Background: an optimization exercise with open tools, aiming at small area. Do not read the settings as production practice.
The RTL was checked by simulation tests, not by an equivalence proof against the original design.
Power and IR drop assume default switching activity. The flow treats the clock pin as an ideal source, which a real chip does not have.

==> constraint.sdc <==
create_clock -name core_clock -period 10.0 [get_ports {axi_clock}]
set_input_delay 2.0000 -clock core_clock [delete_from_list [all_inputs] [get_ports {axi_clock}]]
set_output_delay 2.0000 -clock core_clock [all_outputs]
set_load 0.01 [all_outputs]
==> design.v <==
`timescale 1ns/100ps
module line_fetcher (
	input logic axi_clock,
	input logic global_reset,
	input logic zoom,	 
	input logic line_req,
	input logic [2:0] line_cnt,	 
	output logic ar_valid,
	output logic [28:0] ar_addr,	 
	input logic arready,
	input logic r_valid,
	input logic [8*32-1:0] r_data,
	output logic [1:0] wr_en,	 
	output logic [8*24-1:0] wr_data
);
	logic [1:0] burst;
	logic odd_beat;
	logic [11:0] src_row;
	logic [11:0] src_col;
	always_ff @(posedge axi_clock) begin
		if (global_reset) begin
			ar_valid <= 1'b0;
		end else if (line_req) begin
			ar_valid <= 1'b1;
		end else if (ar_valid && arready && (burst == (zoom ? 2'd1 : 2'd3))) begin
			ar_valid <= 1'b0;
		end
		if (line_req) begin
			burst <= 2'd0;
		end else if (ar_valid && arready) begin
			burst <= burst + 2'd1;
		end
		if (line_req) begin
			odd_beat <= 1'b0;
		end else if (r_valid) begin
			odd_beat <= ~odd_beat;
		end
	end
	always_comb begin
		if (zoom) begin
			src_row = {10'd0, line_cnt[1:0]} + 12'(8);
			src_col = {6'd0, burst[0], 5'd0} + 12'(16);
		end else begin
			src_row = {9'd0, line_cnt[1:0], 1'b0};
			src_col = {5'd0, burst, 5'd0};
		end
	end
	assign ar_addr = {3'b000, src_row, src_col, 2'b00};
	assign wr_en[0] = r_valid && (zoom || !odd_beat);
	assign wr_en[1] = r_valid && (zoom || odd_beat);
	genvar j;
	generate
		for (j = 0; j < 8; j++) begin : g_lane
			logic [23:0] a;
			logic [23:0] b;
			logic [8:0] sum_r;
			logic [8:0] sum_g;
			logic [8:0] sum_b;
			assign a = r_data[64*(j%4) + 8 +: 24];
			assign b = r_data[64*(j%4) + 40 +: 24];
			assign sum_r = {1'b0, a[23:16]} + {1'b0, b[23:16]};
			assign sum_g = {1'b0, a[15:8]} + {1'b0, b[15:8]};
			assign sum_b = {1'b0, a[7:0]} + {1'b0, b[7:0]};
			assign wr_data[24*j +: 24] = zoom ? r_data[32*j + 8 +: 24] :
				{sum_r[8:1], sum_g[8:1], sum_b[8:1]};
		end
	endgenerate
endmodule
`timescale 1ns/100ps
module line_buffer (
	input logic axi_clock,
	input logic wr_bank,
	input logic [1:0] wr_en,	 
	input logic [8*24-1:0] wr_data,
	input logic rd_shift,	 
	input logic [2:0] rd_lane,
	output logic [23:0] rd_data
);
	localparam int DEPTH = 64 / 8;
	logic [15:0][23:0] head;	 
	genvar b, j;
	generate
		for (b = 0; b < 2; b++) begin : g_bank
			for (j = 0; j < 8; j++) begin : g_col
				logic en;
				logic [DEPTH*24-1:0] sr;
				assign en = (wr_bank == b) ? wr_en[j/4] : rd_shift;
				always_ff @(posedge axi_clock) begin
					if (en) sr <= {sr[(DEPTH-1)*24-1:0], wr_data[24*j +: 24]};
				end
				assign head[8*b+j] = sr[DEPTH*24-1 -: 24];
			end
		end
	endgenerate
	assign rd_data = head[{~wr_bank, rd_lane}];
endmodule
`timescale 1ns/100ps
module pixel_scanout (
	input logic axi_clock,
	input logic global_reset,
	input logic frame_start,
	input logic line_start,
	input logic pixel_den,
	output logic line_req,	 
	output logic [2:0] line_cnt,	 
	output logic rd_shift,	 
	output logic [2:0] rd_lane,
	output logic pixels_valid
);
	logic fs_q, ls_q, den_q;
	logic fs_qq, ls_qq, den_qq;
	logic [2:0] x;
	always_ff @(posedge axi_clock) begin
		fs_q <= frame_start;
		ls_q <= line_start;
		den_q <= pixel_den;
		if (global_reset) begin
			fs_qq <= 1'b0;
			ls_qq <= 1'b0;
			den_qq <= 1'b0;
		end else begin
			fs_qq <= fs_q;
			ls_qq <= ls_q;
			den_qq <= den_q;
		end
	end
	assign line_req = fs_qq || (ls_qq && (line_cnt < 3'd3));
	always_ff @(posedge axi_clock) begin
		if (fs_qq) begin
			line_cnt <= 3'd0;
		end else if (ls_qq) begin
			if (!line_cnt[2]) line_cnt <= line_cnt + 3'd1;
		end
		if (ls_qq) begin
			x <= 3'd0;
		end else if (den_qq) begin
			x <= x + 3'd1;
		end
	end
	assign rd_shift = den_qq && (x == 3'd7);
	assign rd_lane = x;
	assign pixels_valid = den_qq;
endmodule
`timescale 1ns/100ps
module fb_readout (
	input logic axi_clock,
	input logic global_reset,
	input logic frame_start,
	input logic line_start,
	input logic pixel_den,
	input logic arready,
	input logic zoom,	 
	output logic ar_valid,
	output logic [28:0] ar_addr,
	input logic r_valid,
	input logic r_last,
	input logic [255:0] r_data,
	output logic pixels_valid,
	output logic [23:0] pixels_rgb
);
	logic line_req;
	logic [2:0] line_cnt;
	logic [1:0] wr_en;
	logic [8*24-1:0] wr_data;
	logic rd_shift;
	logic [2:0] rd_lane;
	line_fetcher line_fetcher_inst (
		.axi_clock(axi_clock),
		.global_reset(global_reset),
		.zoom(zoom),
		.line_req(line_req),
		.line_cnt(line_cnt),
		.ar_valid(ar_valid),
		.ar_addr(ar_addr),
		.arready(arready),
		.r_valid(r_valid),
		.r_data(r_data),
		.wr_en(wr_en),
		.wr_data(wr_data)
	);
	line_buffer line_buffer_inst (
		.axi_clock(axi_clock),
		.wr_bank(line_cnt[0]),
		.wr_en(wr_en),
		.wr_data(wr_data),
		.rd_shift(rd_shift),
		.rd_lane(rd_lane),
		.rd_data(pixels_rgb)
	);
	pixel_scanout pixel_scanout_inst (
		.axi_clock(axi_clock),
		.global_reset(global_reset),
		.frame_start(frame_start),
		.line_start(line_start),
		.pixel_den(pixel_den),
		.line_req(line_req),
		.line_cnt(line_cnt),
		.rd_shift(rd_shift),
		.rd_lane(rd_lane),
		.pixels_valid(pixels_valid)
	);
endmodule
==> run.sh <==
#!/bin/bash
# synth_recipe.tcl (not shown) runs the flow's synth.tcl, then flattens the netlist and writes it again
# the make line also repeats each setting of config.mk as NAME=value (left out here)
make -C /OpenROAD-flow-scripts/flow DESIGN_CONFIG=/design/flow/config.mk WORK_HOME=/design/flow/orfs CLKGATE_MAP_FILE= SYNTH_SCRIPT=/design/flow/synth_recipe.tcl finish
==> config.mk <==
export PLATFORM = sky130hd
export DESIGN_NAME = fb_readout
export DESIGN_NICKNAME = fb_readout
export VERILOG_FILES = /design/flow/design.v
export SDC_FILE = /design/flow/constraint.sdc
export NUM_CORES = 4
export LEC_CHECK = 0
export CAP_MARGIN = 20
export CORE_MARGIN = 2
export CORE_UTILIZATION = 40
export SLEW_MARGIN = 20
export SYNTH_MEMORY_MAX_BITS = 16384
==> out/metrics.csv, run 1 <==
metric;value;unit
synthCells;4351;
clkTransAtPathRegs;60;ps
synth_async_sr_flop_share;0;%
place.gp.congestion;0.9026;
firstDrtPassIters;5;
start_util;40.24;%
synth_top_area_cell;edfxtp_1;
hp-class;reg2reg;
status;complete, no violations;
synth-warning-count;3;
wl_met3;11490;um
finalPower;29590;uW
detail_route.iter0.violations;3982;
dp_hpwl;113600;um
arrival;4470;ps
cpLargestDelayFamily;buffers and inverters;
num_vias;40760;
fin_crit_sh;64.69;%
wl_met1;73180;um
route.detailed.drc;0;
holdBufCountCts;0;
setup_violations;0;
fin_nets;5233;
synth_edf_count;3072;
ioPinCount;320;
routedWlPerCell;21.22;um
highest-signal-layer;met5;
grt_pass1_wl;259400;um
critPathMaxStageDelay;920;ps
die_w;509.7;um
finClkSkew;63.91;ps
path_depth;5;
htreeDepth;5;
area_delta_synth_final;15.96;%
cts_sinks;3088;
synth_top_cell_area_share;90.19;%
cts_max_path_buffers;4;
final_area;118600;um2
clock.fmax;154.6;MHz
place_area;109100;um2
ir_drop;0.1772;mV
ctsResizeCount;0;
grt_max_degree;169;
cts_root_buf;clkbuf_16;
rows;185;
ys_seq_area_share;90.50;%
postRouteAntennaNets;0;
n_fill_cell;20570;
port_buffers;232;
grt_pass1_vias;39880;
cts_tree;yes;
max-cap-violations;0;
leakagePower;0.03846;uW
cts_buffers;313;
grt_use_total;13.71;%
p_per_area;249.5;nW/um2
wl_met2;86990;um
cts_setup_buffers;0;
ys_ff_latch;3088;
drt_wl_total;179600;um
crit_path_start_kind;register;
maxSlewViolCount;0;
fin_crit;6469;ps
synthFlopType;edfxtp_1;
grt_setup_unrepaired;false;
crit_path_end_kind;output pin;
holdCritStartpoint;line_buffer_inst.g_bank[0].g_col[3].sr[92];
die_y;509.7;um
worstReg2RegStart;pixel_scanout_inst.x[1];
grt_overflow_total;0;
die_area;259800;um2
crit_fanout;14;
finalHoldViolations;0;
worst_pin_slew;1311;ps
yosysMostFrequentCell;edfxtp_1;
syn_area;102300;um2
max_slew_margin;12.57;%
r2r_cells;7;
synth.avg_cell_area;23.51;um2
clk_latency;930;ps
crit_chain;nor2b_4 > buf_4 > a22oi_1 > nand2_1 > clkdlybuf4s50_1;
hold_depth;0;
antenna_found_initial;80;
cp.required;8000;ps
synth_commonest_cells;edfxtp_1 (3072), nand2_1 (155), o21ai_0 (105);
via_per_inst;4.816;
path_buf_inv;2;
worstSetupStartpoint;pixel_scanout_inst.line_cnt[0];
worstSetupPathType;reg2out;
finalSetupTns;0;ps
drive_gt1_share;11.81;%
cp_slowest_cell;dfxtp_1;
synthTopCellsByArea;edfxtp_1 (90%), mux4_2 (2.1%), ha_1 (1.1%), nand2_1 (0.57%), a21o_1 (0.55%);
ys_types;46;
coreArea;254200;um2
-- per-layer routing --
metal / GRT usage, % / vias to the layer above
met2: 21.79 / 1164
li1: - / 18630
met4: 6.495 / 42
met3: 3.548 / 460
met1: 17.66 / 20460
met5: 0 / -
-- state kept, by name, summed over array words and instances, names as in the netlist, 2 cells and up --
signal / flops
line_fetcher_inst.burst: 2
pixel_scanout_inst.line_cnt: 3
line_buffer_inst.g_bank.g_col.sr: 3072
pixel_scanout_inst.x: 3
-- cell type report --
type	instances	area, um2	area share (%)
flip-flops and latches	3088	92580	78.05
clock buffers	371	8177	6.894
inverters	46	173.9	0.1466
clock inverters	146	1271	1.072
diodes	27	67.56	0.05696
well taps	3366	4212	3.551
repair buffers	287	3007	2.535
multi-input cells	1132	9124	7.692
-- where the power goes --
group	switching (uW)	leakage (uW)	internal (uW)
combinational	1610	0.00515	643
sequential	325	0.0287	16300
clock	4420	0.00464	6340
-- layout by cell type, fill, tap and decap left out, types with 21 or more instances in the layout --
cell / Yosys / layout
clkbuf_16: 0 / 318
ha_1: 88 / 88
a21oi_1: 88 / 88
buf_12: 0 / 21
nor2_1: 92 / 91
mux4_2: 96 / 96
clkdlybuf4s50_1: 0 / 231
diode_2: 0 / 27
edfxtp_1: 3072 / 3072
clkbuf_1: 35 / 51
nor4b_1: 22 / 22
nor2b_1: 30 / 28
clkinv_2: 0 / 50
a2111o_1: 24 / 24
nor3_1: 38 / 38
buf_4: 26 / 33
clkinv_1: 0 / 60
nand4_1: 41 / 41
nand2_1: 155 / 155
a21o_1: 75 / 75
o21ai_0: 105 / 101
a211oi_1: 25 / 25
bufinv_16: 0 / 21
inv_1: 45 / 45
conb_1: 1 / 22
a22oi_1: 48 / 48
nand3_1: 25 / 25
-- worst paths after layout --
check | endpoint | slack (ps)
max reg2reg | line_buffer_inst.g_bank[0].g_col[5].sr[35] | 6140
max | pixels_rgb[18] | 3530
min | line_buffer_inst.g_bank[0].g_col[3].sr[116] | 350
min reg2reg | line_buffer_inst.g_bank[0].g_col[3].sr[116] | 350
-- through the flow --
stage	hold WS [ps]	instances	utilization [%]	worst slack (ps)
2_1_floorplan	400.3	4372	-	-6514
3_3_place_gp	400.0	7919	42.92	4241
3_5_place_dp	404.5	7919	42.92	4225
4_1_cts	349.2	8436	46.64	3204
5_1_grt	361.3	8447	46.65	3257
6_report	354.5	8463	46.67	3531
-- cell families after synthesis --
| logic type | Yosys count | share of synthesized area [%] |
|---|---|---|
| XOR/XNOR | 21 | 0.1798 |
| flip-flops | 3088 | 90.50 |
| other | 1 | 0.003666 |
| adder cells (fa/ha/maj) | 100 | 1.311 |
| AO/OA/AOI/OAI | 422 | 2.746 |
| multiplexers | 124 | 2.401 |
| buffers and inverters | 152 | 0.7462 |
| AND/OR/NAND/NOR | 443 | 2.109 |
==> run 2, diff against run 1 <==
--- a/config.mk
+++ b/config.mk
@@ -9,4 +9,6 @@
 export CORE_MARGIN = 2
 export CORE_UTILIZATION = 40
+export CTS_CLUSTER_DIAMETER = 60
+export CTS_CLUSTER_SIZE = 32
 export SLEW_MARGIN = 20
 export SYNTH_MEMORY_MAX_BITS = 16384
==> run 2 against run 1 <==
  * Still clean
  * Cell count shrank 2.8%
  * Register-to-register slack improved by 60 ps
  * First-iteration DRC count increased by 3.3%
  * Wire length down 1.9%
  * Global-route usage fell by 0.33 points
  * Cell area fell by 3.1%
  * Die area stayed put
  * Largest cell class unchanged
==> out/metrics.csv, run 2 <==
metric;value;unit;change
cts_tree;yes;;
area_delta_synth_final;12.41;%;
die_y;509.7;um;unchanged
largest_register_ff_count;3072;;unchanged
synthAdderAreaFrac;1.311;%;unchanged
drt_wl_total;176200;um;-1.9%
setup_violations;0;;unchanged
layout_commonest_cell;edfxtp_1;;
final_area;115000;um2;-3.1%
worstSetupStartpoint;pixel_scanout_inst.line_cnt[0];;
comb_power_share;8.5;%;+0.9 points
synthTopCellsByArea;edfxtp_1 (90%), mux4_2 (2.1%), ha_1 (1.1%), nand2_1 (0.57%), a21o_1 (0.55%);;
rows;185;;unchanged
switchingPower;6328;uW;-0.35%
synth-compound-area-share;2.746;%;unchanged
clock.fmax;154.9;MHz;+0.23%
fin_nets;5076;;-3.0%
clkTransAtPathRegs;110;ps;+50 ps
yosys.area_share.simple;2.109;%;unchanged
postRouteAntennaNets;0;;unchanged
p_clk_share;29.1;%;-7.2 points
cts_max_path_buffers;3;;-1
worst_pin_slew;1228;ps;-83.07 ps
place.gp.congestion;0.9026;;unchanged
synth-warning-count;3;;unchanged
crit_chain;nor2b_4 > buf_4 > a22oi_1 > nand2_1 > clkdlybuf4s50_1;;
ctsResizeCount;0;;unchanged
synth_commonest_cells;edfxtp_1 (3072), nand2_1 (155), o21ai_0 (105);;
via_per_inst;4.835;;+0.38%
place_area;109100;um2;unchanged
ys_ff_latch;3088;;unchanged
dp_hpwl;113600;um;unchanged
start_util;40.24;%;unchanged
drive_gt1_share;9.663;%;-2.2 points
route.detailed.drc;0;;unchanged
clk_latency;830;ps;-100 ps
fin_crit_sh;64.55;%;-0.15 points
cp_slowest_cell;dfxtp_1;;
antenna_found_initial;77;;-3.8%
status;complete, no violations;;
crit_path_start_kind;register;;
cts_sinks;3088;;unchanged
seqPwrFrac;62.4;%;+6.3 points
register_area;92580;um2;unchanged
syn_area;102300;um2;unchanged
hp-class;reg2reg;;
max-cap-violations;0;;unchanged
p_per_area;230.6;nW/um2;-7.6%
synthCells;4351;;unchanged
num_vias;39760;;-2.5%
path_buf_inv;2;;unchanged
grt_overflow_total;0;;unchanged
reg_top3;line_buffer_inst.g_bank.g_col.sr x3072, pixel_scanout_inst.line_cnt x3, pixel_scanout_inst.x x3;;
max_slew_margin;18.11;%;+5.5 points
synth_top_cell_area_share;90.19;%;unchanged
n_fill_cell;20860;;+1.4%
largest_register;line_buffer_inst.g_bank.g_col.sr;;
ys_seq_area_share;90.50;%;unchanged
grt_setup_unrepaired;false;;
synthFlopType;edfxtp_1;;
synth_top_area_cell;edfxtp_1;;
cts_buffers;156;;-50%
die_w;509.7;um;unchanged
synth-xor-area-share;0.1798;%;unchanged
cts_root_buf;clkbuf_16;;
p_sw_share;23.87;%;+2.4 points
grt_use_total;13.38;%;-0.33 points
htreeDepth;4;;-1
cpLargestDelayFamily;simple AND/OR/NAND/NOR gates;;
synth_edf_count;3072;;unchanged
fin_crit;6455;ps;-14.71 ps
grt_pass1_vias;38270;;-4.0%
ys_types;46;;unchanged
finalSetupTns;0;ps;unchanged
cp.required;8000;ps;about the same
synth.avg_cell_area;23.51;um2;unchanged
holdCritStartpoint;line_buffer_inst.g_bank[0].g_col[1].sr[121];;
multi_input_area;9124;um2;unchanged
synth_async_sr_flop_share;0;%;unchanged
finalHoldViolations;0;;unchanged
grt_pass1_wl;253000;um;-2.5%
crit_fanout;14;;unchanged
grt_max_degree;169;;unchanged
final_cell_mix;edfxtp_1 (3072), clkdlybuf4s50_1 (231), clkbuf_16 (159);;
holdBufCountCts;0;;unchanged
cts_setup_buffers;0;;unchanged
die_area;259800;um2;unchanged
coreArea;254200;um2;unchanged
finalPower;26510;uW;-10%
routedWlPerCell;21.43;um;+0.95%
port_buffers;232;;unchanged
crit_path_end_kind;output pin;;
finClkSkew;37.80;ps;-26.10 ps
worstSetupPathType;reg2out;;
stdcell_count;8224;;-2.8%
worstReg2RegStart;pixel_scanout_inst.x[1];;
arrival;4450;ps;-20 ps
firstDrtPassIters;8;;+3
leakagePower;0.03658;uW;-4.9%
synth_mux_area_share;2.401;%;unchanged
ioPinCount;320;;unchanged
yosysMostFrequentCell;edfxtp_1;;
placed_cells;7919;;unchanged
ir_drop;0.1622;mV;-8.4%
critPathMaxStageDelay;940;ps;+20 ps
internal_power;20190;uW;-13%
detail_route.iter0.violations;4112;;+3.3%
synth_top_family_by_area;compound AO/OA/AOI/OAI gates;;
maxSlewViolCount;0;;unchanged
-- run 2: power groups by stage --
stage                     logic [uW]  registers [uW]  clock network [uW]
after floorplan                 1300           17600                   0
after global placement          2280           16800                   0
after detailed placement        2320           16900                   0
after CTS                       2330           16600                7980
after global routing            2450           16700                8420
final                           2250           16500                7720
-- run 2: layer usage --
metal | up-vias | track usage, % | share of wire (%)
met1 | 20080 | 17.55 | 41
li1 | 18220 | - | -
met3 | 378 | 3.046 | 5.9
met4 | 40 | 5.057 | 4.0
met5 | - | 0 | 0.14
met2 | 1036 | 21.84 | 49
-- run 2: final timing paths --
| path | cells after the start | slack (ps) | end |
|---|---|---|---|
| setup / recovery | 5 | 3550 | pixels_rgb[6] |
| hold / removal | 0 | 380 | line_buffer_inst.g_bank[0].g_col[1].sr[145] |
| setup reg to reg | 7 | 6200 | line_buffer_inst.g_bank[0].g_col[5].sr[86] |
| hold reg to reg | 0 | 380 | line_buffer_inst.g_bank[0].g_col[1].sr[145] |
-- run 2: final cells by class --
class / count / area share, %
well taps: 3366 / 3.663
clock inverters: 118 / 1.589
inverters: 46 / 0.1513
flip-flops and latches: 3088 / 80.52
multi-input cells: 1132 / 7.936
clock buffers: 162 / 3.470
diodes: 25 / 0.05441
repair buffers: 287 / 2.615
-- run 2: stage by stage --
step | hold WS (ps) | setup WS [ps] | utilization, %
finish | 382.2 | 3545 | 45.24
floorplan | 400.3 | -6514 | -
CTS | 381.7 | 3303 | 45.21
global route | 372.7 | 3324 | 45.22
detailed placement | 404.5 | 4225 | 42.92
global placement | 400.0 | 4241 | 42.92
-- run 2: cells by family (layout without fill, tap and decap cells) --
family / count (synthesis) / after routing
AO/OA/AOI/OAI: 422 / 422
other: 1 / 47
XOR/XNOR: 21 / 21
adder cells (fa/ha/maj): 100 / 100
buffers and inverters: 152 / 613
multiplexers: 124 / 124
flip-flops: 3088 / 3088
AND/OR/NAND/NOR: 443 / 443
-- run 2: worst reg2reg max path, stage by stage, from the launching register on --
cell and delay, ps:
dfxtp_4 360, buf_12 510, ha_1 320, ha_1 170, nand3_1 190, o21ai_4 350
buf_12 500, buf_12 760
==> run 3, diff against run 2 <==
--- a/config.mk
+++ b/config.mk
@@ -8,7 +8,7 @@
 export CAP_MARGIN = 20
 export CORE_MARGIN = 2
-export CORE_UTILIZATION = 40
-export CTS_CLUSTER_DIAMETER = 60
-export CTS_CLUSTER_SIZE = 32
+export CORE_UTILIZATION = 60
+export CTS_CLUSTER_DIAMETER = 50
+export CTS_CLUSTER_SIZE = 36
 export SLEW_MARGIN = 20
 export SYNTH_MEMORY_MAX_BITS = 16384
==> run 3 against run 2 <==
  * Largest cell class unchanged
  * Global-route usage is 5.6 points higher
  * Register-to-register slack worse by 790 ps
  * Largest power group unchanged
  * Via count decreased by 2.0%
  * Cell area shrank 0.47%
  * Worst hold slack improved by 13 ps
  * Wire length fell by 7.5%
  * Synthesized area stayed put
  * Critical path depth did not move
  * Fmax rose by 6.9%
  * Cell count down 13%
  * Still clean
  * First-iteration DRC count decreased by 21%
==> out/metrics.csv, run 3 <==
metric;value;unit;change
p_per_area;237.9;nW/um2;+3.2%
multi_input_area;9124;um2;unchanged
firstDrtPassIters;5;;-3
ys_seq_area_share;90.50;%;unchanged
cts_root_buf;clkbuf_16;;
cp.required;8000;ps;about the same
synth_edf_count;3072;;unchanged
synth_top_cell_area_share;90.19;%;unchanged
setup_violations;0;;unchanged
fin_nets;5105;;+0.57%
holdBufCountCts;0;;unchanged
fin_crit;6035;ps;-419.1 ps
worst_slack;3965;ps;+419.1 ps
synthCells;4351;;unchanged
fin_crit_sh;60.35;%;-4.2 points
worst_pin_slew;1177;ps;-51.46 ps
final_cell_mix;edfxtp_1 (3072), clkdlybuf4s50_1 (231), clkbuf_16 (189);;
largest_register;line_buffer_inst.g_bank.g_col.sr;;
postRouteAntennaNets;0;;unchanged
synth_top_family_by_area;compound AO/OA/AOI/OAI gates;;
grt_setup_unrepaired;false;;
p_sw_share;23.67;%;-0.20 points
finalSetupTns;0;ps;unchanged
routedWlPerCell;22.87;um;+6.8%
yosysMostFrequentCell;edfxtp_1;;
switchingPower;6442;uW;+1.8%
start_util;60.42;%;+20 points
via_per_inst;5.466;;+13%
syn_area;102300;um2;unchanged
cts_setup_buffers;0;;unchanged
place_ws;4413;ps;+188.7 ps
cts_tree;yes;;
cp_slowest_cell;buf_4;;
crit_path_start_kind;register;;
clkTransAtPathRegs;100;ps;about the same
die_area;173800;um2;-33%
n_fill_cell;10660;;-49%
largest_register_ff_count;3072;;unchanged
clock.fmax;165.7;MHz;+6.9%
comb_power_share;8.0;%;-0.5 points
layout_commonest_cell;edfxtp_1;;
grt_overflow_total;0;;unchanged
coreArea;169300;um2;-33%
ys_ff_latch;3088;;unchanged
synth_top_area_cell;edfxtp_1;;
critPathMaxStageDelay;710;ps;-230 ps
max-cap-violations;0;;unchanged
grt_use_total;18.95;%;+5.6 points
synth_mux_area_share;2.401;%;unchanged
grt_max_degree;192;;+14%
ioPinCount;320;;unchanged
route.detailed.drc;0;;unchanged
synthAdderAreaFrac;1.311;%;unchanged
drt_wl_total;163000;um;-7.5%
synth_commonest_cells;edfxtp_1 (3072), nand2_1 (155), o21ai_0 (105);;
ir_drop;0.2311;mV;+42%
seqPwrFrac;60.9;%;-1.5 points
grt_pass1_wl;238000;um;-5.9%
reg_top3;line_buffer_inst.g_bank.g_col.sr x3072, pixel_scanout_inst.line_cnt x3, pixel_scanout_inst.x x3;;
num_vias;38950;;-2.0%
max_slew_margin;21.54;%;+3.4 points
yosys.area_share.simple;2.109;%;unchanged
dp_hpwl;103900;um;-8.5%
synthFlopType;edfxtp_1;;
synth-warning-count;3;;unchanged
place.gp.congestion;0.8477;;-6.1%
hp-class;reg2reg;;
die_y;416.9;um;-18%
cts_sinks;3088;;unchanged
rows;151;;-18%
internal_power;20780;uW;+2.9%
leakagePower;0.03706;uW;+1.3%
synth_async_sr_flop_share;0;%;unchanged
arrival;4040;ps;-410 ps
crit_chain;buf_4 > mux4_2 > a22oi_1 > nand2_1 > clkdlybuf4s50_1;;
drive_gt1_share;10.89;%;+1.2 points
ys_types;46;;unchanged
register_area;92580;um2;unchanged
die_w;416.9;um;-18%
cts_buffers;185;;+19%
synth.avg_cell_area;23.51;um2;unchanged
synth-xor-area-share;0.1798;%;unchanged
synth-compound-area-share;2.746;%;unchanged
path_buf_inv;2;;unchanged
synthTopCellsByArea;edfxtp_1 (90%), mux4_2 (2.1%), ha_1 (1.1%), nand2_1 (0.57%), a21o_1 (0.55%);;
area_delta_synth_final;11.88;%;
crit_path_end_kind;output pin;;
finalHoldViolations;0;;unchanged
detail_route.iter0.violations;3241;;-21%
status;complete, no violations;;
clk_latency;840;ps;about the same
cts_max_path_buffers;3;;unchanged
worstSetupPathType;reg2out;;
htreeDepth;4;;unchanged
cpLargestDelayFamily;buffers and inverters;;
port_buffers;232;;unchanged
p_clk_share;31.2;%;+2.1 points
ctsResizeCount;0;;unchanged
maxSlewViolCount;0;;unchanged
grt_pass1_vias;37650;;-1.6%
finClkSkew;42.54;ps;+4.741 ps
crit_fanout;34;;+20
antenna_found_initial;23;;-70%
## run 3: metal layers
metal / up-vias / global-route usage, % / part of all wire [%]
met5: - / 0 / 0.042
met4: 10 / 7.940 / 3.9
met3: 334 / 3.098 / 4.0
met2: 715 / 31.31 / 50
met1: 19540 / 25.51 / 42
li1: 18350 / - / -
## run 3: through the flow
stage	instance area, um2	hold WS, ps	instances	total power, uW	util (%)
after global placement	107500	400.1	6769	19010	63.52
after detailed placement	107500	404.5	6769	19120	63.52
final	114400	395.0	7125	27220	67.60
after global routing	114400	391.8	7122	28260	67.59
after floorplan	102500	400.3	4372	18860	-
after CTS	114400	393.4	7118	27600	67.57
## run 3: cell families after synthesis
logic type,Yosys count
DFF,3088
and+or+nand+nor,443
AOI/OAI and AO/OA,422
buffers and inverters,152
muxes,124
adders and majority gates,100
xor gates and xnor gates,21
other,1
## run 3: path summary, 6_finish.rpt
check / from / end / slack, ps / depth (start not counted)
worst max-delay path: pixel_scanout_inst.x[0] / pixels_rgb[13] / 3960 / 5
worst min-delay path: line_buffer_inst.g_bank[1].g_col[7].sr[73] / line_buffer_inst.g_bank[1].g_col[7].sr[97] / 400 / 0
worst max register to register: pixel_scanout_inst.x[1] / line_buffer_inst.g_bank[1].g_col[1].sr[90] / 5410 / 7
worst min register to register: line_buffer_inst.g_bank[1].g_col[7].sr[73] / line_buffer_inst.g_bank[1].g_col[7].sr[97] / 400 / 0
## run 3: power groups by stage
stage | Clock (uW) | Sequential, uW | Combinational, uW
5_1_grt | 9200 | 16700 | 2360
4_1_cts | 8770 | 16600 | 2240
3_3_place_gp | 0 | 16800 | 2200
3_5_place_dp | 0 | 16900 | 2230
6_report | 8480 | 16600 | 2170
2_1_floorplan | 0 | 17600 | 1300
## run 3: final cells by class
type                       count  area share, %
clock inverter               159          1.858
inverter                      46         0.1520
clock buffer                 190          4.136
sequential                  3088          80.90
antenna                        5        0.01093
timing repair buffer         287          2.543
multi-input combinational   1132          7.973
tap                         2218          2.425
## run 3: worst register-to-register path: stages, from the launching register on
cell     delay (ps)
dfxtp_4         660
buf_4           810
ha_1            320
ha_1            180
nand2_1         140
mux2i_4         730
buf_4           570
buf_4           750
==> run 4, diff against run 3 <==
--- a/design.v
+++ b/design.v
@@ -49,4 +49,14 @@
 	assign wr_en[0] = r_valid && (zoom || !odd_beat);
 	assign wr_en[1] = r_valid && (zoom || odd_beat);
+	function automatic logic [7:0] mean8(input logic [7:0] a, input logic [7:0] b);
+		logic [8:0] c;
+		logic [7:0] s;
+		c[1] = a[0] & b[0];
+		for (int i = 1; i < 8; i++) begin
+			s[i] = a[i] ^ b[i] ^ c[i];
+			c[i+1] = (a[i] & b[i]) | (c[i] & (a[i] ^ b[i]));
+		end
+		mean8 = {c[8], s[7:1]};
+	endfunction
 	genvar j;
 	generate
@@ -54,14 +64,8 @@
 			logic [23:0] a;
 			logic [23:0] b;
-			logic [8:0] sum_r;
-			logic [8:0] sum_g;
-			logic [8:0] sum_b;
 			assign a = r_data[64*(j%4) + 8 +: 24];
 			assign b = r_data[64*(j%4) + 40 +: 24];
-			assign sum_r = {1'b0, a[23:16]} + {1'b0, b[23:16]};
-			assign sum_g = {1'b0, a[15:8]} + {1'b0, b[15:8]};
-			assign sum_b = {1'b0, a[7:0]} + {1'b0, b[7:0]};
 			assign wr_data[24*j +: 24] = zoom ? r_data[32*j + 8 +: 24] :
-				{sum_r[8:1], sum_g[8:1], sum_b[8:1]};
+				{mean8(a[23:16], b[23:16]), mean8(a[15:8], b[15:8]), mean8(a[7:0], b[7:0])};
 		end
 	endgenerate
==> flow/run.sh (new file) <==
#!/bin/bash
# The standard layout with two changes: ports get the smallest buffer, and
# clock tree synthesis uses large sink clusters without dummy loads.
set -euo pipefail
cd "$(dirname "$0")/.."
export BUFFER_PORTS_ARGS="-buffer_cell sky130_fd_sc_hd__buf_1"
export CTS_ARGS="-sink_clustering_enable -repair_clock_nets -dont_use_dummy_load -sink_clustering_size 40 -sink_clustering_max_diameter 65 -buf_list sky130_fd_sc_hd__clkbuf_16"
bash standard.sh > flow_standard.log 2>&1
==> standard.sh (new file) <==
#!/bin/bash
# synth_recipe.tcl (not shown) runs the flow's synth.tcl, then flattens the netlist and writes it again
# the make line also repeats each setting of config.mk as NAME=value (left out here)
make -C /OpenROAD-flow-scripts/flow DESIGN_CONFIG=/design/flow/config.mk WORK_HOME=/design/flow/orfs CLKGATE_MAP_FILE= SYNTH_SCRIPT=/design/flow/synth_recipe.tcl "${@:-finish}"
--- a/config.mk
+++ b/config.mk
@@ -9,6 +9,4 @@
 export CORE_MARGIN = 2
 export CORE_UTILIZATION = 60
-export CTS_CLUSTER_DIAMETER = 50
-export CTS_CLUSTER_SIZE = 36
 export SLEW_MARGIN = 20
 export SYNTH_MEMORY_MAX_BITS = 16384
removed: run.sh
==> run 4 against run 3 <==
  * Still clean on timing, DRC and antenna
  * Worst setup slack better by 140 ps
  * First-iteration DRC count down 5.9%
  * Fmax up 2.3%
  * Sequential share of layout area up 5.4 points
  * Sequential power about the same
  * Worst hold slack worse by 25 ps
  * Register-to-register slack better by 100 ps
  * Wire length down 12%
  * Power down 10%
  * Die area down 2.4%
  * Clock skew up 7.1 ps
  * Global-route usage down 1.8 points
==> out/metrics.csv, run 4 <==
metric;value;unit;change
holdCritStartpoint;line_buffer_inst.g_bank[1].g_col[4].sr[0];;
ctsResizeCount;0;;unchanged
comb_power_share;7.6;%;-0.4 points
finalHoldViolations;0;;unchanged
setup_violations;0;;unchanged
num_vias;34480;;-11%
cp.required;8000;ps;about the same
internal_power;19270;uW;-7.3%
synth_edf_count;3072;;unchanged
reg_top3;line_buffer_inst.g_bank.g_col.sr x3072, pixel_scanout_inst.line_cnt x3, pixel_scanout_inst.x x3;;
hold_ws;370.0;ps;-25.03 ps
synth_commonest_cells;edfxtp_1 (3072), nand2_1 (327), mux4_2 (96);;
cts_tree;yes;;
holdBufCountCts;0;;unchanged
die_w;411.9;um;-1.2%
dp_hpwl;85050;um;-18%
p_sw_share;21.21;%;-2.5 points
grt_overflow_total;0;;unchanged
max-cap-violations;0;;unchanged
synthTopCellsByArea;edfxtp_1 (92%), mux4_2 (2.2%), fa_1 (1.7%), nand2_1 (1.2%), o21ai_0 (0.38%);;
htreeDepth;4;;unchanged
cts_max_path_buffers;3;;unchanged
finalSetupTns;0;ps;unchanged
route.detailed.drc;0;;unchanged
postRouteAntennaNets;0;;unchanged
cts_sinks;3088;;unchanged
crit_path_end_kind;output pin;;
synthCells;3994;;-8.2%
rows;149;;-1.3%
firstDrtPassIters;5;;unchanged
max_slew_margin;20.63;%;-0.91 points
routedWlPerCell;21.93;um;-4.1%
hp-class;reg2reg;;
whs_endpoint;line_buffer_inst.g_bank[1].g_col[4].sr[24];;
layout_commonest_cell;edfxtp_1;;
ir_drop;0.1820;mV;-21%
antenna_found_initial;21;;-8.7%
fin_nets;4690;;-8.1%
reg2reg_slack;5510;ps;+100 ps
finalPower;24460;uW;-10%
n_fill_cell;10680;;+0.13%
grt_pass1_wl;211100;um;-11%
p_per_area;228.1;nW/um2;-4.1%
fin_crit_sh;58.98;%;-1.4 points
maxSlewViolCount;0;;unchanged
grt_max_degree;203;;+5.7%
synth_async_sr_flop_share;0;%;unchanged
final_cell_mix;edfxtp_1 (3072), nand2_1 (327), buf_1 (231);;
grt_setup_unrepaired;false;;
synth.avg_cell_area;24.99;um2;+6.3%
r2r_cells;7;;unchanged
detail_route.iter0.violations;3051;;-5.9%
port_buffers;232;;unchanged
ioPinCount;320;;unchanged
grt_use_total;17.14;%;-1.8 points
p_clk_share;24.6;%;-6.6 points
via_per_inst;5.278;;-3.4%
arrival;3900;ps;-140 ps
fin_crit;5898;ps;-138.0 ps
switchingPower;5188;uW;-19%
ys_ff_latch;3088;;unchanged
coreArea;165000;um2;-2.5%
cts_root_buf;clkbuf_16;;
die_area;169600;um2;-2.4%
yosysMostFrequentCell;edfxtp_1;;
clock.fmax;169.6;MHz;+2.3%
finClkSkew;49.63;ps;+7.084 ps
hold_depth;0;;unchanged
start_util;60.49;%;+0.071 points
clkTransAtPathRegs;80;ps;-20 ps
worstSetupPathType;reg2out;;
synth_top_cell_area_share;92.43;%;+2.2 points
die_y;411.9;um;-1.2%
cts_buffers;144;;-22%
drt_wl_total;143300;um;-12%
grt_pass1_vias;33730;;-10%
largest_register_ff_count;3072;;unchanged
crit_fanout;40;;+18%
largest_register;line_buffer_inst.g_bank.g_col.sr;;
synth_top_area_cell;edfxtp_1;;
reg2reg_to;line_buffer_inst.g_bank[1].g_col[6].sr[48];;
status;complete, no violations;;
leakagePower;0.03412;uW;-8.0%
drive_gt1_share;6.782;%;-4.1 points
place.gp.congestion;0.8282;;-2.3%
synth-warning-count;3;;unchanged
ys_types;27;;-41%
seqPwrFrac;67.8;%;+6.9 points
worstReg2RegStart;pixel_scanout_inst.x[1];;
ys_seq_area_share;92.75;%;+2.2 points
cts_setup_buffers;0;;unchanged
worst_pin_slew;1191;ps;+13.61 ps
area_delta_synth_final;7.421;%;
synthFlopType;edfxtp_1;;
clk_latency;790;ps;-50 ps
crit_path_start_kind;register;;
syn_area;99810;um2;-2.4%
run 4: critical path: stages (launching register included):
cell and delay, ps:
dfxtp_4 1000, buf_4 710, mux4_2 590, a22oi_1 320, nand2_1 190, buf_1 170
run 4: power groups by stage:
stage,Combinational [uW],Clock [uW],Sequential [uW]
final,1860,6010,16600
after global placement,1910,0,16800
after detailed placement,1940,0,16900
after floorplan,1180,0,17600
after global routing,2050,6650,16700
after CTS,1940,6240,16600
run 4: layer usage:
layer	GRT usage (%)	routed length [um]	up-vias
met5	0	27	-
met4	6.123	5083	4
met3	2.959	5419	261
met1	23.74	60910	17490
met2	28.04	71820	589
li1	-	-	16140
run 4: worst max path at each step:
stage | startpoint | end | depth (start not counted)
after floorplan | zoom | line_buffer_inst.g_bank[1].g_col[4].sr[0] | 4
after global placement | r_data[216] | line_buffer_inst.g_bank[0].g_col[7].sr[22] | 13
after detailed placement | r_data[216] | line_buffer_inst.g_bank[0].g_col[7].sr[22] | 13
after CTS | pixel_scanout_inst.x[0] | pixels_rgb[2] | 5
after global routing | pixel_scanout_inst.x[0] | pixels_rgb[2] | 5
final | pixel_scanout_inst.x[0] | pixels_rgb[2] | 5
run 4: logic make-up after synthesis:
| logic type | after synthesis | synth area share [%] |
|---|---|---|
| buf+inv | 181 | 0.8474 |
| xor+xnor | 5 | 0.04388 |
| other cells | 1 | 0.003757 |
| flops | 3088 | 92.75 |
| simple gates | 376 | 1.479 |
| fa+ha+maj | 88 | 1.735 |
| compound gates | 148 | 0.8650 |
| mux | 107 | 2.278 |
run 4: stage by stage:
stage / util [%] / worst slack (ps) / area (um2) / instances
3_3_place_gp: 62.78 / 3899 / 103600 / 6380
5_1_grt: 64.98 / 3802 / 107200 / 6530
3_5_place_dp: 62.78 / 3866 / 103600 / 6380
6_report: 64.98 / 4102 / 107200 / 6533
2_1_floorplan: - / -6417 / 99990 / 4015
4_1_cts: 64.97 / 3882 / 107200 / 6524
run 4: final cells by class:
type / count / area [um2] / share of cell area, %
multi-input cells: 746 / 6565 / 6.123
diodes: 9 / 22.52 / 0.02101
repair buffers: 271 / 1380 / 1.287
flip-flops and latches: 3088 / 92580 / 86.35
clock buffers: 144 / 3603 / 3.361
well taps: 2189 / 2739 / 2.555
inverters: 86 / 327.8 / 0.3058
==> run 5, diff against run 4 <==
==> flow/run.sh (replaced) <==
#!/bin/bash
# The standard layout with two changes: ports get the smallest buffer, and
# clock tree synthesis uses large sink clusters without dummy loads.
set -euo pipefail
cd "$(dirname "$0")/.."
export BUFFER_PORTS_ARGS="-buffer_cell sky130_fd_sc_hd__buf_1"
export CTS_ARGS="-sink_clustering_enable -repair_clock_nets -dont_use_dummy_load -sink_clustering_size 36 -sink_clustering_max_diameter 80 -buf_list sky130_fd_sc_hd__clkbuf_16"
bash standard.sh > flow_standard.log 2>&1
--- a/config.mk
+++ b/config.mk
@@ -6,7 +6,7 @@
 export NUM_CORES = 4
 export LEC_CHECK = 0
-export CAP_MARGIN = 20
+export CAP_MARGIN = 5
 export CORE_MARGIN = 2
 export CORE_UTILIZATION = 60
-export SLEW_MARGIN = 20
+export SLEW_MARGIN = 5
 export SYNTH_MEMORY_MAX_BITS = 16384
==> run 5 against run 4 <==
  * Clock-buffer cell count is 13 lower
  * Flip-flop and latch count stayed put
  * Sequential share of layout area is 0.26 points higher
  * Worst hold slack worse by 9.9 ps
  * Synthesized cell count stayed put
  * Sequential power hardly changed
  * Combinational power hardly changed
  * Fmax is 1.1% higher
  * Cell area is 0.30% lower
  * Critical path depth stayed put
  * Clock power is 4.7% lower
  * Largest power group unchanged
==> out/metrics.csv, run 5 <==
metric;value;unit;change
setup_violations;0;;unchanged
clk_latency;790;ps;about the same
layout_commonest_cell;edfxtp_1;;
drt_wl_total;142700;um;-0.40%
max_slew_margin;20.11;%;-0.52 points
postLayoutCoreUtil;64.79;%;-0.20 points
coreArea;165000;um2;unchanged
seqPwrFrac;68.6;%;+0.8 points
hp-class;reg2reg;;
htreeDepth;4;;unchanged
reg2reg_slack;5560;ps;+50 ps
holdCritStartpoint;line_buffer_inst.g_bank[1].g_col[7].sr[70];;
detail_route.iter0.violations;3280;;+7.5%
maxSlewViolCount;0;;unchanged
cts_tree;yes;;
internal_power;19050;uW;-1.1%
leakagePower;0.03395;uW;-0.47%
stdcell_count;6521;;-0.18%
cts_max_path_buffers;3;;unchanged
cp.required;8000;ps;about the same
drive_gt1_share;6.502;%;-0.28 points
hold_depth;0;;unchanged
synth-warning-count;3;;unchanged
cts_sinks;3088;;unchanged
ys_ff_latch;3088;;unchanged
synth_edf_count;3072;;unchanged
ys_seq_area_share;92.75;%;unchanged
crit_fanout;40;;unchanged
p_clk_share;23.7;%;-0.9 points
start_util;60.49;%;unchanged
fin_nets;4677;;-0.28%
dp_hpwl;85050;um;unchanged
wl_met3;4991;um;-7.9%
largest_register_ff_count;3072;;unchanged
switchingPower;5131;uW;-1.1%
hold_ws;360.1;ps;-9.864 ps
area_delta_synth_final;7.098;%;
cts_setup_buffers;0;;unchanged
cts_root_buf;clkbuf_16;;
max-cap-violations;0;;unchanged
worst_slack;4168;ps;+65.23 ps
grt_pass1_vias;33650;;-0.23%
holdBufCountCts;0;;unchanged
grt_overflow_total;0;;unchanged
cpLargestDelayFamily;flip-flops;;
finalSetupTns;0;ps;unchanged
worstSetupPathType;reg2out;;
largest_register;line_buffer_inst.g_bank.g_col.sr;;
die_y;411.9;um;unchanged
yosysMostFrequentCell;edfxtp_1;;
ctsResizeCount;0;;unchanged
route.detailed.drc;0;;unchanged
whs_endpoint;line_buffer_inst.g_bank[1].g_col[7].sr[94];;
cp_slowest_cell;dfxtp_4;;
postRouteAntennaNets;0;;unchanged
reg_top3;line_buffer_inst.g_bank.g_col.sr x3072, pixel_scanout_inst.line_cnt x3, pixel_scanout_inst.x x3;;
finalHoldViolations;0;;unchanged
syn_area;99810;um2;unchanged
fin_crit;5832;ps;-65.23 ps
final_cell_mix;edfxtp_1 (3072), nand2_1 (327), buf_1 (231);;
synthTopCellsByArea;edfxtp_1 (92%), mux4_2 (2.2%), fa_1 (1.7%), nand2_1 (1.2%), o21ai_0 (0.38%);;
antenna_found_initial;18;;-14%
highest-signal-layer;met5;;
grt_use_total;17.06;%;-0.074 points
synth_top_area_cell;edfxtp_1;;
grt_pass1_wl;210500;um;-0.26%
clock.fmax;171.5;MHz;+1.1%
placed_cells;6380;;unchanged
synth_top_cell_area_share;92.43;%;unchanged
worstReg2RegStart;pixel_scanout_inst.x[1];;
synthFlopType;edfxtp_1;;
ir_drop;0.2204;mV;+21%
routedWlPerCell;21.88;um;-0.21%
grt_max_degree;203;;unchanged
r2r_cells;7;;unchanged
wl_met1;60960;um;about the same
synth_commonest_cells;edfxtp_1 (3072), nand2_1 (327), mux4_2 (96);;
die_area;169600;um2;unchanged
status;complete, no violations;;
worst_pin_slew;1198;ps;+7.873 ps
firstDrtPassIters;5;;unchanged
place_ws;3866;ps;unchanged
crit_chain;buf_4 > mux4_2 > a22oi_1 > nand2_1 > buf_1;;
n_fill_cell;10730;;+0.50%
path_buf_inv;2;;unchanged
critPathMaxStageDelay;990;ps;about the same
synthCells;3994;;unchanged
wl_met2;72080;um;+0.36%
die_w;411.9;um;unchanged
finClkSkew;56.86;ps;+7.232 ps
via_per_inst;5.272;;-0.12%
synth_async_sr_flop_share;0;%;unchanged
p_per_area;226.2;nW/um2;-0.84%
crit_path_end_kind;output pin;;
cts_buffers;131;;-9.0%
fin_crit_sh;58.32;%;-0.65 points
reg2reg_to;line_buffer_inst.g_bank[1].g_col[4].sr[48];;
rows;149;;unchanged
grt_setup_unrepaired;false;;
comb_power_share;7.7;%;about the same
num_vias;34380;;-0.30%
port_buffers;232;;unchanged
place.gp.congestion;0.8282;;unchanged
ioPinCount;320;;unchanged
synth.avg_cell_area;24.99;um2;unchanged
crit_path_start_kind;register;;
clkTransAtPathRegs;110;ps;+30 ps
ys_types;27;;unchanged
arrival;3830;ps;-70 ps
p_sw_share;21.22;%;about the same
## run 5: cell counts after synthesis
No cell type changed its count.
## run 5: how the worst max path moves through the flow
stage / start / to / slack, ps / cells past startpoint
2_1_floorplan: zoom / line_buffer_inst.g_bank[1].g_col[4].sr[0] / -6420 / 4
3_3_place_gp: r_data[216] / line_buffer_inst.g_bank[0].g_col[7].sr[22] / 3900 / 13
3_5_place_dp: r_data[216] / line_buffer_inst.g_bank[0].g_col[7].sr[22] / 3870 / 13
4_1_cts: pixel_scanout_inst.x[0] / pixels_rgb[2] / 3900 / 5
5_1_grt: pixel_scanout_inst.x[0] / pixels_rgb[2] / 3830 / 5
6_report: pixel_scanout_inst.x[0] / pixels_rgb[2] / 4170 / 5
## run 5: logic make-up after synthesis
group,count (synthesis),share of synthesized area [%]
compound gates,148,0.8650
xor+xnor,5,0.04388
fa+ha+maj,88,1.735
buf+inv,181,0.8474
flops,3088,92.75
mux,107,2.278
other cells,1,0.003757
simple gates,376,1.479
## run 5: per-layer routing
metal | track usage, % | vias up
met2 | 28.06 | 528
li1 | - | 16110
met4 | 5.997 | 4
met5 | 0 | -
met3 | 2.620 | 238
met1 | 23.79 | 17500
## run 5: cell type report
| cell class | count | area, um2 | area share [%] |
|---|---|---|---|
| clock buffer | 131 | 3278 | 3.067 |
| inverter | 86 | 327.8 | 0.3067 |
| antenna | 10 | 25.02 | 0.02341 |
| multi-input combinational | 746 | 6565 | 6.142 |
| sequential | 3088 | 92580 | 86.61 |
| timing repair buffer | 271 | 1380 | 1.291 |
| tap | 2189 | 2739 | 2.562 |
## run 5: power by group through the flow
stage,registers [uW],logic [uW],clock network (uW)
global placement,16800,1910,0
finish,16600,1860,5730
CTS,16600,1940,5970
detailed placement,16900,1940,0
global route,16700,2050,6360
floorplan,17600,1180,0
## run 5: stage by stage
step	area [um2]	total power [uW]
4_1_cts	106900	24510
3_5_place_dp	103600	18850
3_3_place_gp	103600	18740
5_1_grt	106900	25140
6_report	106900	24180
2_1_floorplan	99990	18740
==> run 6, diff against run 5 <==
--- a/config.mk
+++ b/config.mk
@@ -6,7 +6,7 @@
 export NUM_CORES = 4
 export LEC_CHECK = 0
-export CAP_MARGIN = 5
+export CAP_MARGIN = 20
 export CORE_MARGIN = 2
 export CORE_UTILIZATION = 60
-export SLEW_MARGIN = 5
+export SLEW_MARGIN = 20
 export SYNTH_MEMORY_MAX_BITS = 16384
==> run 6 against run 5 <==
  * Via count is the same
  * Critical endpoint unchanged
  * Wire length is the same
  * First-iteration DRC count is the same
  * Flip-flop and latch count is the same
  * Sequential share of layout area is the same
  * Global-route usage is the same
  * Worst setup slack is the same
  * Die area is the same
  * Combinational power is essentially flat
  * Clock power is essentially flat
  * Critical path depth is the same
==> out/metrics.csv, run 6 <==
metric;value;unit;change
max-cap-violations;0;;unchanged
met2_usage;28.06;%;unchanged
synth.avg_cell_area;24.99;um2;unchanged
layout_commonest_cell;edfxtp_1;;
maxSlewViolCount;0;;unchanged
use_met3;2.620;%;unchanged
largest_register;line_buffer_inst.g_bank.g_col.sr;;
synth_commonest_cells;edfxtp_1 (3072), nand2_1 (327), mux4_2 (96);;
finalPower;24180;uW;unchanged
grt_pass1_wl;210500;um;unchanged
cts_sinks;3088;;unchanged
die_w;411.9;um;unchanged
rows;149;;unchanged
synth_edf_count;3072;;unchanged
ir_drop;0.2204;mV;unchanged
grt.busiest_layer;met2;;
place.gp.congestion;0.8282;;unchanged
drt_wl_total;142700;um;unchanged
largest_register_ff_count;3072;;unchanged
ioPinCount;320;;unchanged
clkTransAtPathRegs;110;ps;about the same
reg_top3;line_buffer_inst.g_bank.g_col.sr x3072, pixel_scanout_inst.line_cnt x3, pixel_scanout_inst.x x3;;
cts_buffers;131;;unchanged
grt_util_met1;23.79;%;unchanged
crit_path_end_kind;output pin;;
via_per_inst;5.272;;unchanged
ys_ff_latch;3088;;unchanged
status;complete, no violations;;
reg2reg_slack;5560;ps;about the same
die_area;169600;um2;unchanged
grt_pass1_vias;33650;;unchanged
grt_overflow_total;0;;unchanged
num_vias;34380;;unchanged
start_util;60.49;%;unchanged
grt_setup_unrepaired;false;;
synth_top_area_cell;edfxtp_1;;
hold_ws;360.1;ps;unchanged
arrival;3830;ps;about the same
finalSetupTns;0;ps;unchanged
port_buffers;232;;unchanged
route.detailed.drc;0;;unchanged
cts_tree;yes;;
r2r_cells;7;;unchanged
synthTopCellsByArea;edfxtp_1 (92%), mux4_2 (2.2%), fa_1 (1.7%), nand2_1 (1.2%), o21ai_0 (0.38%);;
antenna_found_initial;18;;unchanged
ctsResizeCount;0;;unchanged
place_area;103600;um2;unchanged
synth_top_cell_area_share;92.43;%;unchanged
final_area;106900;um2;unchanged
syn_area;99810;um2;unchanged
fin_nets;4677;;unchanged
htreeDepth;4;;unchanged
drive_gt1_share;6.502;%;unchanged
grt_max_degree;203;;unchanged
worst_pin_slew;1198;ps;unchanged
leakagePower;0.03395;uW;unchanged
grt_use_total;17.06;%;unchanged
max_slew_margin;20.11;%;unchanged
worstSetupStartpoint;pixel_scanout_inst.x[0];;
fin_crit;5832;ps;unchanged
final_cell_mix;edfxtp_1 (3072), nand2_1 (327), buf_1 (231);;
synth-warning-count;3;;unchanged
finalHoldViolations;0;;unchanged
detail_route.iter0.violations;3280;;unchanged
crit_fanout;40;;unchanged
n_fill_cell;10730;;unchanged
cts_max_path_buffers;3;;unchanged
yosysMostFrequentCell;edfxtp_1;;
crit_path_start_kind;register;;
ys_types;27;;unchanged
synthCells;3994;;unchanged
finClkSkew;56.86;ps;unchanged
synth_async_sr_flop_share;0;%;unchanged
clock.fmax;171.5;MHz;unchanged
synthFlopType;edfxtp_1;;
dp_hpwl;85050;um;unchanged
setup.worst_path.end;pixels_rgb[2];;
cts_setup_buffers;0;;unchanged
setup_violations;0;;unchanged
ys_seq_area_share;92.75;%;unchanged
coreArea;165000;um2;unchanged
die_y;411.9;um;unchanged
worstSetupPathType;reg2out;;
postLayoutCoreUtil;64.79;%;unchanged
hp-class;reg2reg;;
reg2reg_to;line_buffer_inst.g_bank[1].g_col[4].sr[48];;
postRouteAntennaNets;0;;unchanged
fin_crit_sh;58.32;%;unchanged
firstDrtPassIters;5;;unchanged
routedWlPerCell;21.88;um;unchanged
cp.required;8000;ps;about the same
area_delta_synth_final;7.098;%;unchanged
holdBufCountCts;0;;unchanged
cts_root_buf;clkbuf_16;;
p_per_area;226.2;nW/um2;unchanged
worstReg2RegStart;pixel_scanout_inst.x[1];;
clk_latency;790;ps;about the same
run 6: cell counts after synthesis:
Identical to the previous run, type by type.
run 6: power breakdown:
group	leakage, uW	total (uW)	internal [uW]	switching (uW)
combinational	0.00366	1860	457	1410
sequential	0.0287	16600	16200	356
clock	0.00161	5730	2360	3370
total	0.0340	24200	19000	5130
run 6: stage by stage:
step / worst slack (ps) / std cells
final: 4168 / 6521
after global routing: 3827 / 6517
after CTS: 3900 / 6511
after detailed placement: 3866 / 6380
after global placement: 3899 / 6380
after floorplan: -6417 / 4015
run 6: layout make-up:
class                           count  area, um2  area share, %
Antenna cell                       10      25.02        0.02341
Clock buffer                      131       3278          3.067
Inverter                           86      327.8         0.3067
Multi-Input combinational cell    746       6565          6.142
Sequential cell                  3088      92580          86.61
Tap cell                         2189       2739          2.562
Timing Repair Buffer              271       1380          1.291
run 6: worst min-delay path by stage:
| stage | start | end | slack [ps] | cells after the start |
|---|---|---|---|---|
| floorplan | line_buffer_inst.g_bank[0].g_col[0].sr[76] | line_buffer_inst.g_bank[0].g_col[0].sr[100] | 400 | 0 |
| global placement | line_buffer_inst.g_bank[0].g_col[7].sr[85] | line_buffer_inst.g_bank[0].g_col[7].sr[109] | 400 | 0 |
| detailed placement | line_buffer_inst.g_bank[0].g_col[0].sr[92] | line_buffer_inst.g_bank[0].g_col[0].sr[116] | 400 | 0 |
| CTS | line_buffer_inst.g_bank[1].g_col[7].sr[70] | line_buffer_inst.g_bank[1].g_col[7].sr[94] | 360 | 0 |
| global route | line_buffer_inst.g_bank[1].g_col[4].sr[46] | line_buffer_inst.g_bank[1].g_col[4].sr[70] | 370 | 0 |
| finish | line_buffer_inst.g_bank[1].g_col[7].sr[70] | line_buffer_inst.g_bank[1].g_col[7].sr[94] | 360 | 0 |
run 6: worst max-delay path, cell delays in order (launching register included):
cell     delay (ps)
dfxtp_4         990
buf_4           710
mux4_2          590
a22oi_1         290
nand2_1         190
buf_1           170
run 6: metal layers:
metal / vias to the layer above / routed length (um)
met5: - / 26
met4: 4 / 4631
met3: 238 / 4991
met2: 528 / 72080
met1: 17500 / 60960
li1: 16110 / -
run 6: cells by family after synthesis:
family / Yosys count / share of synthesized area [%]
flip-flops: 3088 / 92.75
AND/OR/NAND/NOR: 376 / 1.479
buffers and inverters: 181 / 0.8474
AO/OA/AOI/OAI: 148 / 0.8650
multiplexers: 107 / 2.278
adder cells (fa/ha/maj): 88 / 1.735
XOR/XNOR: 5 / 0.04388
other: 1 / 0.003757
==> run 7, diff against run 6 <==
--- a/config.mk
+++ b/config.mk
@@ -9,4 +9,6 @@
 export CORE_MARGIN = 2
 export CORE_UTILIZATION = 60
+export GPL_ROUTABILITY_DRIVEN = 0
+export GPL_TIMING_DRIVEN = 0
 export SLEW_MARGIN = 20
 export SYNTH_MEMORY_MAX_BITS = 16384
==> run 7 against run 6 <==
  * Largest cell class unchanged
  * Cell count grew 3.6%
  * Synthesized area is the same
  * Critical endpoint is now ar_addr[8]
  * Worst hold slack gained 17 ps
  * Still clean
==> out/metrics.csv, run 7 <==
metric;value;unit;change
antenna_found_initial;23;;+5
ioPinCount;320;;unchanged
die_y;411.9;um;unchanged
arrival;3840;ps;about the same
route.detailed.drc;0;;unchanged
die_area;169600;um2;unchanged
synth.avg_cell_area;24.99;um2;unchanged
cts_max_path_buffers;3;;unchanged
wl_met2;84160;um;+17%
worst_slack;4159;ps;-8.790 ps
max-cap-violations;0;;unchanged
cts_buffers;119;;-9.2%
fin_nets;4914;;+5.1%
num_vias;36640;;+6.6%
cts_root_buf;clkbuf_16;;
largest_register_ff_count;3072;;unchanged
finalHoldViolations;0;;unchanged
layout_commonest_cell;edfxtp_1;;
grt_max_degree;37;;-82%
syn_area;99810;um2;unchanged
port_buffers;231;;-0.43%
synth_top_area_cell;edfxtp_1;;
maxSlewViolCount;0;;unchanged
start_util;60.49;%;unchanged
setup_violations;0;;unchanged
synthTopCellsByArea;edfxtp_1 (92%), mux4_2 (2.2%), fa_1 (1.7%), nand2_1 (1.2%), o21ai_0 (0.38%);;
worstSetupPathType;in2out;;
crit_fanout;10;;-75%
clk_latency;760;ps;-30 ps
clock.fmax;171.2;MHz;-0.15%
cts_sinks;3088;;unchanged
max_slew_margin;19.14;%;-0.97 points
synth_async_sr_flop_share;0;%;unchanged
die_w;411.9;um;unchanged
cts_tree;yes;;
yosysMostFrequentCell;edfxtp_1;;
detail_route.iter0.violations;3666;;+12%
synthAdderAreaFrac;1.735;%;unchanged
ys_types;27;;unchanged
grt_overflow_total;0;;unchanged
synth_edf_count;3072;;unchanged
synth-warning-count;3;;unchanged
ctsResizeCount;0;;unchanged
dp_hpwl;121100;um;+42%
crit_path_end_kind;output pin;;
wl_met3;7929;um;+59%
highest-signal-layer;met5;;
synth_top_cell_area_share;92.43;%;unchanged
finalPower;24900;uW;+3.0%
status;complete, no violations;;
drt_wl_total;174700;um;+22%
yosys.area_share.simple;1.479;%;unchanged
synth_top_family_by_area;multiplexers;;
ys_seq_area_share;92.75;%;unchanged
grt_use_total;21.03;%;+4.0 points
postRouteAntennaNets;0;;unchanged
finalSetupTns;0;ps;unchanged
firstDrtPassIters;6;;+1
largest_register;line_buffer_inst.g_bank.g_col.sr;;
rows;149;;unchanged
synth_mux_area_share;2.278;%;unchanged
grt_setup_unrepaired;false;;
reg_top3;line_buffer_inst.g_bank.g_col.sr x3072, pixel_scanout_inst.line_cnt x3, pixel_scanout_inst.x x3;;
grt_pass1_wl;248700;um;+18%
holdBufCountCts;0;;unchanged
cp.required;8000;ps;about the same
synth-compound-area-share;0.8650;%;unchanged
ir_drop;0.1684;mV;-24%
cts_setup_buffers;0;;unchanged
fin_crit_sh;58.41;%;+0.088 points
coreArea;165000;um2;unchanged
synth-xor-area-share;0.04388;%;unchanged
clkTransAtPathRegs;120;ps;about the same
routedWlPerCell;25.86;um;+18%
synthFlopType;edfxtp_1;;
synth_commonest_cells;edfxtp_1 (3072), nand2_1 (327), mux4_2 (96);;
p_per_area;222.9;nW/um2;-1.5%
synthCells;3994;;unchanged
via_per_inst;5.423;;+2.9%
place_ws;3620;ps;-246.1 ps
leakagePower;0.03615;uW;+6.5%
fin_crit;5841;ps;+8.790 ps
htreeDepth;3;;-1
drive_gt1_share;10.95;%;+4.4 points
finClkSkew;59.69;ps;+2.834 ps
ys_ff_latch;3088;;unchanged
grt_pass1_vias;36030;;+7.1%
crit_path_start_kind;primary input;;
final_cell_mix;edfxtp_1 (3072), nand2_1 (327), buf_1 (233);;
wl_met1;74620;um;+22%
area_delta_synth_final;11.91;%;
hp-class;reg2reg;;
worst_pin_slew;1213;ps;+14.57 ps
-- run 7: report_power, final --
part	internal, uW	switching (uW)
Clock	2130	3360
Combinational	1080	1830
Sequential	16200	316
Total	19400	5500
-- run 7: path summary, 6_finish.rpt --
path	startpoint	endpoint	slack (ps)	depth (start not counted)
max	zoom	ar_addr[8]	4160	6
min	line_buffer_inst.g_bank[1].g_col[0].sr[90]	line_buffer_inst.g_bank[1].g_col[0].sr[114]	380	0
max reg2reg	pixel_scanout_inst.x[0]	line_buffer_inst.g_bank[1].g_col[2].sr[184]	5970	17
min reg2reg	line_buffer_inst.g_bank[1].g_col[0].sr[90]	line_buffer_inst.g_bank[1].g_col[0].sr[114]	380	0
-- run 7: layer usage --
layer	global-route usage, %	vias up
met5	0	-
met4	8.841	6
met3	2.765	301
met2	33.42	858
met1	30.16	18820
li1	-	16660
-- run 7: stage by stage --
step | cell area (um2) | hold slack (ps) | util [%] | cells
6_report | 111700 | 377.6 | 67.70 | 6757
5_1_grt | 111700 | 373.0 | 67.69 | 6751
4_1_cts | 111700 | 379.3 | 67.68 | 6747
3_5_place_dp | 108700 | 404.5 | 65.87 | 6628
3_3_place_gp | 103600 | 400.1 | 62.79 | 6435
2_1_floorplan | 99990 | 400.3 | - | 4015
-- run 7: worst max-delay path, cell delays in order --
cell,delay [ps]
buf_8,150
clkinv_1,110
buf_2,520
buf_2,620
ha_1,260
buf_1,150
-- run 7: kinds of logic (layout without fill, tap and decap cells) --
family,count (synthesis),in the layout
other cells,1,31
mux,107,107
compound gates,148,148
xor+xnor,5,5
fa+ha+maj,88,88
buf+inv,181,725
simple gates,376,376
flops,3088,3088
-- run 7: layout make-up --
class | instances | area (um2)
diodes | 9 | 22.52
plain buffers | 95 | 601.8
clock buffers | 119 | 2978
fillers | 10290 | 53300
inverters | 86 | 322.8
multi-input cells | 746 | 6544
flip-flops and latches | 3088 | 92570
well taps | 2189 | 2739
repair buffers | 425 | 5917
==> run 8, diff against run 7 <==
==> flow/run.sh (replaced) <==
#!/bin/bash
# The standard layout with two changes: ports get the smallest buffer, and
# clock tree synthesis uses large sink clusters without dummy loads.
set -euo pipefail
cd "$(dirname "$0")/.."
export BUFFER_PORTS_ARGS="-buffer_cell sky130_fd_sc_hd__buf_1"
export CTS_ARGS="-sink_clustering_enable -repair_clock_nets -dont_use_dummy_load -sink_clustering_size 20 -sink_clustering_max_diameter 80 -buf_list sky130_fd_sc_hd__clkbuf_16 -sink_clustering_buffer sky130_fd_sc_hd__clkbuf_8"
bash standard.sh > flow_standard.log 2>&1
--- a/config.mk
+++ b/config.mk
@@ -8,7 +8,5 @@
 export CAP_MARGIN = 20
 export CORE_MARGIN = 2
-export CORE_UTILIZATION = 60
-export GPL_ROUTABILITY_DRIVEN = 0
-export GPL_TIMING_DRIVEN = 0
+export CORE_UTILIZATION = 50
 export SLEW_MARGIN = 20
 export SYNTH_MEMORY_MAX_BITS = 16384
==> run 8 against run 7 <==
  * Largest cell class unchanged
  * First-iteration DRC count is 16% lower
  * Sequential share of layout area is 3.8 points higher
  * Clock skew is 23 ps higher
  * Flip-flop and latch count stayed put
  * Non-clock buffer count is 242 lower
  * Critical endpoint is now pixels_rgb[17]
  * Critical path depth is 1 lower
  * Combinational power is 36% lower
  * Utilization is 14 points lower
  * Sequential power hardly changed
  * Fmax is 2.6% lower
  * Global-route usage is 6.7 points lower
  * Largest power group unchanged
  * Die area is 20% higher
==> out/metrics.csv, run 8 <==
metric;value;unit;change
status;complete, no violations;;
drive_gt1_share;7.613;%;-3.3 points
max-cap-violations;0;;unchanged
drt_wl_total;146000;um;-16%
worstSetupPathType;reg2out;;
p_per_area;220.7;nW/um2;-1.0%
fin_crit_sh;59.99;%;+1.6 points
layout_commonest_cell;edfxtp_1;;
hp-class;reg2reg;;
cp.required;8000;ps;about the same
cts_root_buf;clkbuf_16;;
ys_seq_area_share;92.75;%;unchanged
postRouteAntennaNets;0;;unchanged
clk_latency;790;ps;+30 ps
yosysMostFrequentCell;edfxtp_1;;
ctsResizeCount;0;;unchanged
grt_pass1_wl;215100;um;-14%
largest_register;line_buffer_inst.g_bank.g_col.sr;;
die_y;450.8;um;+9.5%
multi_input_area;6565;um2;+0.33%
worst_slack;4001;ps;-158.1 ps
cts_max_path_buffers;3;;unchanged
fin_nets;4729;;-3.8%
htreeDepth;4;;+1
synth-warning-count;3;;unchanged
synthFlopType;edfxtp_1;;
ys_ff_latch;3088;;unchanged
die_w;450.8;um;+9.5%
syn_area;99810;um2;unchanged
firstDrtPassIters;6;;unchanged
num_vias;35000;;-4.5%
synth_async_sr_flop_share;0;%;unchanged
start_util;50.45;%;-10 points
synth_top_cell_area_share;92.43;%;unchanged
reg_top3;line_buffer_inst.g_bank.g_col.sr x3072, pixel_scanout_inst.line_cnt x3, pixel_scanout_inst.x x3;;
arrival;4000;ps;+160 ps
via_per_inst;4.978;;-8.2%
dp_hpwl;89100;um;-26%
grt_overflow_total;0;;unchanged
grt_setup_unrepaired;false;;
worst_pin_slew;1139;ps;-74.03 ps
fin_crit;5999;ps;+158.1 ps
finalHoldViolations;0;;unchanged
grt_pass1_vias;34910;;-3.1%
crit_path_end_kind;output pin;;
port_buffers;232;;+0.43%
synthCells;3994;;unchanged
finalSetupTns;0;ps;unchanged
clkTransAtPathRegs;120;ps;about the same
leakagePower;0.03372;uW;-6.7%
rows;163;;+9.4%
r2r_cells;7;;-10
holdBufCountCts;0;;unchanged
cts_sinks;3088;;unchanged
crit_path_start_kind;register;;
detail_route.iter0.violations;3080;;-16%
synthTopCellsByArea;edfxtp_1 (92%), mux4_2 (2.2%), fa_1 (1.7%), nand2_1 (1.2%), o21ai_0 (0.38%);;
die_area;203200;um2;+20%
grt_max_degree;187;;+410%
finClkSkew;82.64;ps;+22.94 ps
ir_drop;0.1905;mV;+13%
clock.fmax;166.7;MHz;-2.6%
setup_violations;0;;unchanged
routedWlPerCell;20.76;um;-20%
maxSlewViolCount;0;;unchanged
place_ws;3740;ps;+119.8 ps
cts_buffers;176;;+48%
crit_fanout;19;;+9
ioPinCount;320;;unchanged
route.detailed.drc;0;;unchanged
grt_use_total;14.36;%;-6.7 points
-- run 8: final timing paths --
kind                                              startpoint                                          to  slack, ps
setup / recovery              pixel_scanout_inst.line_cnt[0]                              pixels_rgb[17]       4000
hold / removal    line_buffer_inst.g_bank[1].g_col[1].sr[41]  line_buffer_inst.g_bank[1].g_col[1].sr[65]        330
setup reg to reg                     pixel_scanout_inst.x[0]   line_buffer_inst.g_bank[0].g_col[7].sr[0]       5350
hold reg to reg   line_buffer_inst.g_bank[1].g_col[1].sr[41]  line_buffer_inst.g_bank[1].g_col[1].sr[65]        330
-- run 8: routing by layer --
metal | global-route usage [%] | share of wire, %
met4 | 6.903 | 4.8
met5 | 0 | 0
met1 | 18.23 | 41
met3 | 2.449 | 3.6
met2 | 24.22 | 51
-- run 8: area by class of cell --
cell class	instances	share of cell area, %
antenna	16	0.03748
tap	2640	3.092
clock buffer	176	2.447
timing repair buffer	278	1.318
sequential	3088	86.66
inverter	86	0.3045
multi-input combinational	746	6.145
-- run 8: critical path, stage by stage, from the launching register on --
cell and delay (ps):
dfxtp_1 980, nor2b_4 510, buf_4 610, a22oi_1 210
nand2_1 280, buf_1 460
-- run 8: metrics by stage --
| stage | hold slack, ps | std cells | area [um2] | total power, uW |
|---|---|---|---|---|
| final | 328.0 | 7030 | 106800 | 23570 |
| after global routing | 335.6 | 7025 | 106800 | 24600 |
| after CTS | 332.4 | 7014 | 106800 | 23960 |
| after detailed placement | 404.5 | 6838 | 104200 | 18880 |
| after global placement | 400.0 | 6838 | 104200 | 18760 |
| after floorplan | 400.3 | 4015 | 99990 | 18740 |
-- run 8: power breakdown --
part / internal (uW) / leakage, uW / switching [uW] / total (uW)
Sequential: 16200 / 0.0287 / 374 / 16600
Clock: 1750 / 0.00135 / 3350 / 5100
Combinational: 457 / 0.00369 / 1410 / 1870
Total: 18400 / 0.0337 / 5140 / 23600
-- run 8: cells by family after synthesis --
kind of cell               after synthesis  synth area share, %
buffers and inverters                  181               0.8474
muxes                                  107                2.278
other                                    1             0.003757
AOI/OAI and AO/OA                      148               0.8650
DFF                                   3088                92.75
xor gates and xnor gates                 5              0.04388
adders and majority gates               88                1.735
and+or+nand+nor                        376                1.479

Re-timed with assumed drivers on the ports (clkbuf_16 on the clock, buf_2 on other inputs), run 8 has 3.915 ns of setup slack against 4.001 ns with ideal ports, and 3.724 ns once port delays also move by the mid clock arrival of 0.838 ns.
